This design comes from an exercise in tuning for small area and few clock cycles per item on the open sky130 flow, not from production work.
The RTL was checked by simulation tests, not by an equivalence proof against the original design.
Power and IR drop assume default switching activity.

## lb_top
module lb_top (
    input  logic                             clk,
    input  logic                             rstn,
    input  logic [1:0]                       mode,
    input  logic [4-1:0]            s_arvalid,
    input  logic [4*48-1:0] s_araddr,
    output logic [4-1:0]            s_arready,
    output logic [4-1:0]            s_rvalid,
    output logic [4*64-1:0] s_rdata,
    input  logic [4-1:0]            s_rready,
    output logic [4-1:0]            m_arvalid,
    output logic [4*48-1:0] m_araddr,
    input  logic [4-1:0]            m_arready,
    input  logic [4-1:0]            m_rvalid,
    input  logic [4*64-1:0] m_rdata
);
For scale: roughly 1700 cells after synthesis, about 540 flip-flops, about 930 I/O pins.
==> module lb_lane, before the edit <==
module lb_lane #(
    parameter int depth = 2
) (
    input  logic                  clk,
    input  logic                  rstn,
    input  logic                  active,
    input  logic                  s_arvalid,
    output logic                  s_arready,
    output logic                  s_rvalid,
    output logic [64-1:0] s_rdata,
    input  logic                  s_rready,
    output logic                  m_arvalid,
    input  logic                  m_arready,
    input  logic                  m_rvalid,
    input  logic [64-1:0] m_rdata
);
    localparam int cnt_w = $clog2(depth + 1);
    localparam int ptr_w = (depth > 1) ? $clog2(depth) : 1;
    logic [cnt_w-1:0]      inflight;
    logic [cnt_w-1:0]      held;
    logic [64-1:0] buf_q [depth];
    logic [ptr_w-1:0]      wr_ptr;
    logic [ptr_w-1:0]      rd_ptr;
    logic                  buf_empty;
    logic                  room;
    logic                  accept;
    logic                  ret;
    logic                  push;
    logic                  pop;
    assign buf_empty = (held == '0);
    assign s_rvalid  = ~buf_empty | m_rvalid;
    assign s_rdata   = buf_empty ? m_rdata : buf_q[rd_ptr];
    assign ret       = s_rvalid & s_rready;
    assign room      = (inflight != cnt_w'(depth)) | ret;
    assign m_arvalid = s_arvalid & active & room;
    assign s_arready = m_arready & active & room;
    assign accept    = s_arvalid & s_arready;
    assign push = m_rvalid & ~(buf_empty & s_rready);
    assign pop  = ~buf_empty & s_rready;
    function automatic logic [ptr_w-1:0] ptr_next(input logic [ptr_w-1:0] ptr);
        if (ptr == ptr_w'(depth - 1)) begin
            ptr_next = '0;
        end else begin
            ptr_next = ptr + 1'b1;
        end
    endfunction
    always_ff @(posedge clk) begin
        if (!rstn) begin
            inflight <= '0;
            held     <= '0;
            wr_ptr   <= '0;
            rd_ptr   <= '0;
        end else begin
            inflight <= inflight + cnt_w'(accept) - cnt_w'(ret);
            held     <= held + cnt_w'(push) - cnt_w'(pop);
            if (push) begin
                wr_ptr <= ptr_next(wr_ptr);
            end
            if (pop) begin
                rd_ptr <= ptr_next(rd_ptr);
            end
        end
    end
    always_ff @(posedge clk) begin
        if (push) begin
            buf_q[wr_ptr] <= m_rdata;
        end
    end
endmodule
==> module lb_top, before the edit <==
module lb_top (
    input  logic                             clk,
    input  logic                             rstn,
    input  logic [1:0]                       mode,
    input  logic [4-1:0]            s_arvalid,
    input  logic [4*48-1:0] s_araddr,
    output logic [4-1:0]            s_arready,
    output logic [4-1:0]            s_rvalid,
    output logic [4*64-1:0] s_rdata,
    input  logic [4-1:0]            s_rready,
    output logic [4-1:0]            m_arvalid,
    output logic [4*48-1:0] m_araddr,
    input  logic [4-1:0]            m_arready,
    input  logic [4-1:0]            m_rvalid,
    input  logic [4*64-1:0] m_rdata
);
    localparam int nports = 4;
    logic [nports-1:0] active;
    always_comb begin
        case (mode)
            2'd0:    active = '1;
            2'd1:    active = nports'(3);
            default: active = nports'(1);
        endcase
    end
    assign m_araddr = s_araddr;
    for (genvar i = 0; i < nports; i++) begin : g_lane
        lb_lane #(
            .depth (2)
        ) lane_i (
            .clk       (clk),
            .rstn      (rstn),
            .active    (active[i]),
            .s_arvalid (s_arvalid[i]),
            .s_arready (s_arready[i]),
            .s_rvalid  (s_rvalid[i]),
            .s_rdata   (s_rdata[i*64 +: 64]),
            .s_rready  (s_rready[i]),
            .m_arvalid (m_arvalid[i]),
            .m_arready (m_arready[i]),
            .m_rvalid  (m_rvalid[i]),
            .m_rdata   (m_rdata[i*64 +: 64])
        );
    end
endmodule
==> flow/config.mk <==
export PLATFORM = sky130hd
export DESIGN_NAME = lb_top
export DESIGN_NICKNAME = lb_top
export VERILOG_FILES = /design/flow/design.v
export SDC_FILE = /design/flow/constraint.sdc
export NUM_CORES = 4
export LEC_CHECK = 0
export CAP_MARGIN = 20
export CORE_AREA = 2 2 438 108
export CTS_BUF_LIST = sky130_fd_sc_hd__clkbuf_16
export CTS_CLUSTER_DIAMETER = 70
export CTS_CLUSTER_SIZE = 26
export DIE_AREA = 0 0 440 110
export SLEW_MARGIN = 20
==> flow/constraint.sdc <==
create_clock -name core_clock -period 14.0 [get_ports {clk}]
set_input_delay 2.8000 -clock core_clock [delete_from_list [all_inputs] [get_ports {clk}]]
set_output_delay 2.8000 -clock core_clock [all_outputs]
set_load 0.01 [all_outputs]
standard.sh (not shown) runs the stock make flow with config.mk's settings and CLKGATE_MAP_FILE= SYNTH_SCRIPT=/design/flow/synth_recipe.tcl, a recipe that flattens the netlist after the stock synthesis.
==> flow/flow/run.sh <==
#!/bin/bash
# standard layout, with the smallest buffer on every port instead of the
# resizer's default pick
set -o pipefail
cp standard.sh standard.sh.txt
export BUFFER_PORTS_ARGS="-buffer_cell sky130_fd_sc_hd__buf_1"
bash standard.sh > standard.log 2>&1
Testbench counts at the start, summed over its fixed seeds: cycles 2,412, items 4,800.
Next try:
==> flow/design.v (replaced) <==
`timescale 1ns/1ps
module lb_lane (
    input  logic                  clk,
    input  logic                  rstn,
    input  logic                  active,
    input  logic                  s_arvalid,
    output logic                  s_arready,
    output logic                  s_rvalid,
    output logic [64-1:0] s_rdata,
    input  logic                  s_rready,
    output logic                  m_arvalid,
    input  logic                  m_arready,
    input  logic                  m_rvalid,
    input  logic [64-1:0] m_rdata
);
    logic                  infl;
    logic                  held;
    logic [64-1:0] buf_q;
    logic                  room;
    logic                  accept;
    logic                  ret;
    assign s_rvalid  = held | m_rvalid;
    assign s_rdata   = held ? buf_q : m_rdata;
    assign ret       = s_rvalid & s_rready;
    assign room      = ~infl | ret;
    assign m_arvalid = s_arvalid & active & room;
    assign s_arready = m_arready & active & room;
    assign accept    = s_arvalid & s_arready;
    always_ff @(posedge clk) begin
        if (!rstn) begin
            infl <= 1'b0;
            held <= 1'b0;
        end else begin
            infl <= accept | (infl & ~ret);
            held <= s_rvalid & ~s_rready;
        end
    end
    always_ff @(posedge clk) begin
        if (!held) begin
            buf_q <= m_rdata;
        end
    end
endmodule
module lb_top (
    input  logic                             clk,
    input  logic                             rstn,
    input  logic [1:0]                       mode,
    input  logic [4-1:0]            s_arvalid,
    input  logic [4*48-1:0] s_araddr,
    output logic [4-1:0]            s_arready,
    output logic [4-1:0]            s_rvalid,
    output logic [4*64-1:0] s_rdata,
    input  logic [4-1:0]            s_rready,
    output logic [4-1:0]            m_arvalid,
    output logic [4*48-1:0] m_araddr,
    input  logic [4-1:0]            m_arready,
    input  logic [4-1:0]            m_rvalid,
    input  logic [4*64-1:0] m_rdata
);
    localparam int nports = 4;
    logic [nports-1:0] active;
    always_comb begin
        case (mode)
            2'd0:    active = '1;
            2'd1:    active = nports'(3);
            default: active = nports'(1);
        endcase
    end
    assign m_araddr = s_araddr;
    for (genvar i = 0; i < nports; i++) begin : g_lane
        lb_lane lane_i (
            .clk       (clk),
            .rstn      (rstn),
            .active    (active[i]),
            .s_arvalid (s_arvalid[i]),
            .s_arready (s_arready[i]),
            .s_rvalid  (s_rvalid[i]),
            .s_rdata   (s_rdata[i*64 +: 64]),
            .s_rready  (s_rready[i]),
            .m_arvalid (m_arvalid[i]),
            .m_arready (m_arready[i]),
            .m_rvalid  (m_rvalid[i]),
            .m_rdata   (m_rdata[i*64 +: 64])
        );
    end
endmodule
Outcome: The new run went through all stages and came out clean; design area goes down by well over a third; synthesized cell count goes down by well over a third; cell count goes down by a quarter to a third; die area is unchanged; clock power goes down by well over a third; sequential share of layout area goes down by 17 points; wire length goes down by well over a third; total power goes down by well over a third; via count goes down by well over a third; utilization goes down by 31 points; maximum frequency goes down by a few percent; worst setup slack loses 0.18 ns; critical path depth goes down by 1.
Testbench counts after the change, summed over its fixed seeds: cycles 4,208, items 4,800.

[re-timing with driven ports]
How much do the figures lean on ideal ports? The routed layouts below were timed once more, with nothing changed but the port constraints. Step 1: set_driving_cell puts a clkbuf_16 on clk and a buf_2 on each other input, an assumption about the parent block. Step 2 times the ports against the registers' clock, not the clock port: input delays grow and output delays shrink by t, the midpoint of the rising clock arrivals with the driver on. Three values: ideal ports, drivers, drivers and shift; two values: the first two.
| run | t, ns | setup WS [ns] | hold WS [ns] | slew at the worst register clock pin (ns) | worst data-port slew with drivers (ns) |
|---|---|---|---|---|---|
| the first run | 0.622 | 7.381 / 7.339 / 7.339 | 0.519 / 0.519 / 0.519 | 0.11 / 0.11 | 0.32 |
| the second run | 0.535 | 7.206 / 7.182 / 7.182 | 0.474 / 0.474 / 0.474 | 0.10 / 0.10 | 0.17 |
After both steps setup and hold are still met in every run listed. For the first run, which loses most, drivers alone change the setup slack by -0.042 ns; drivers and shift together by -0.042 ns.
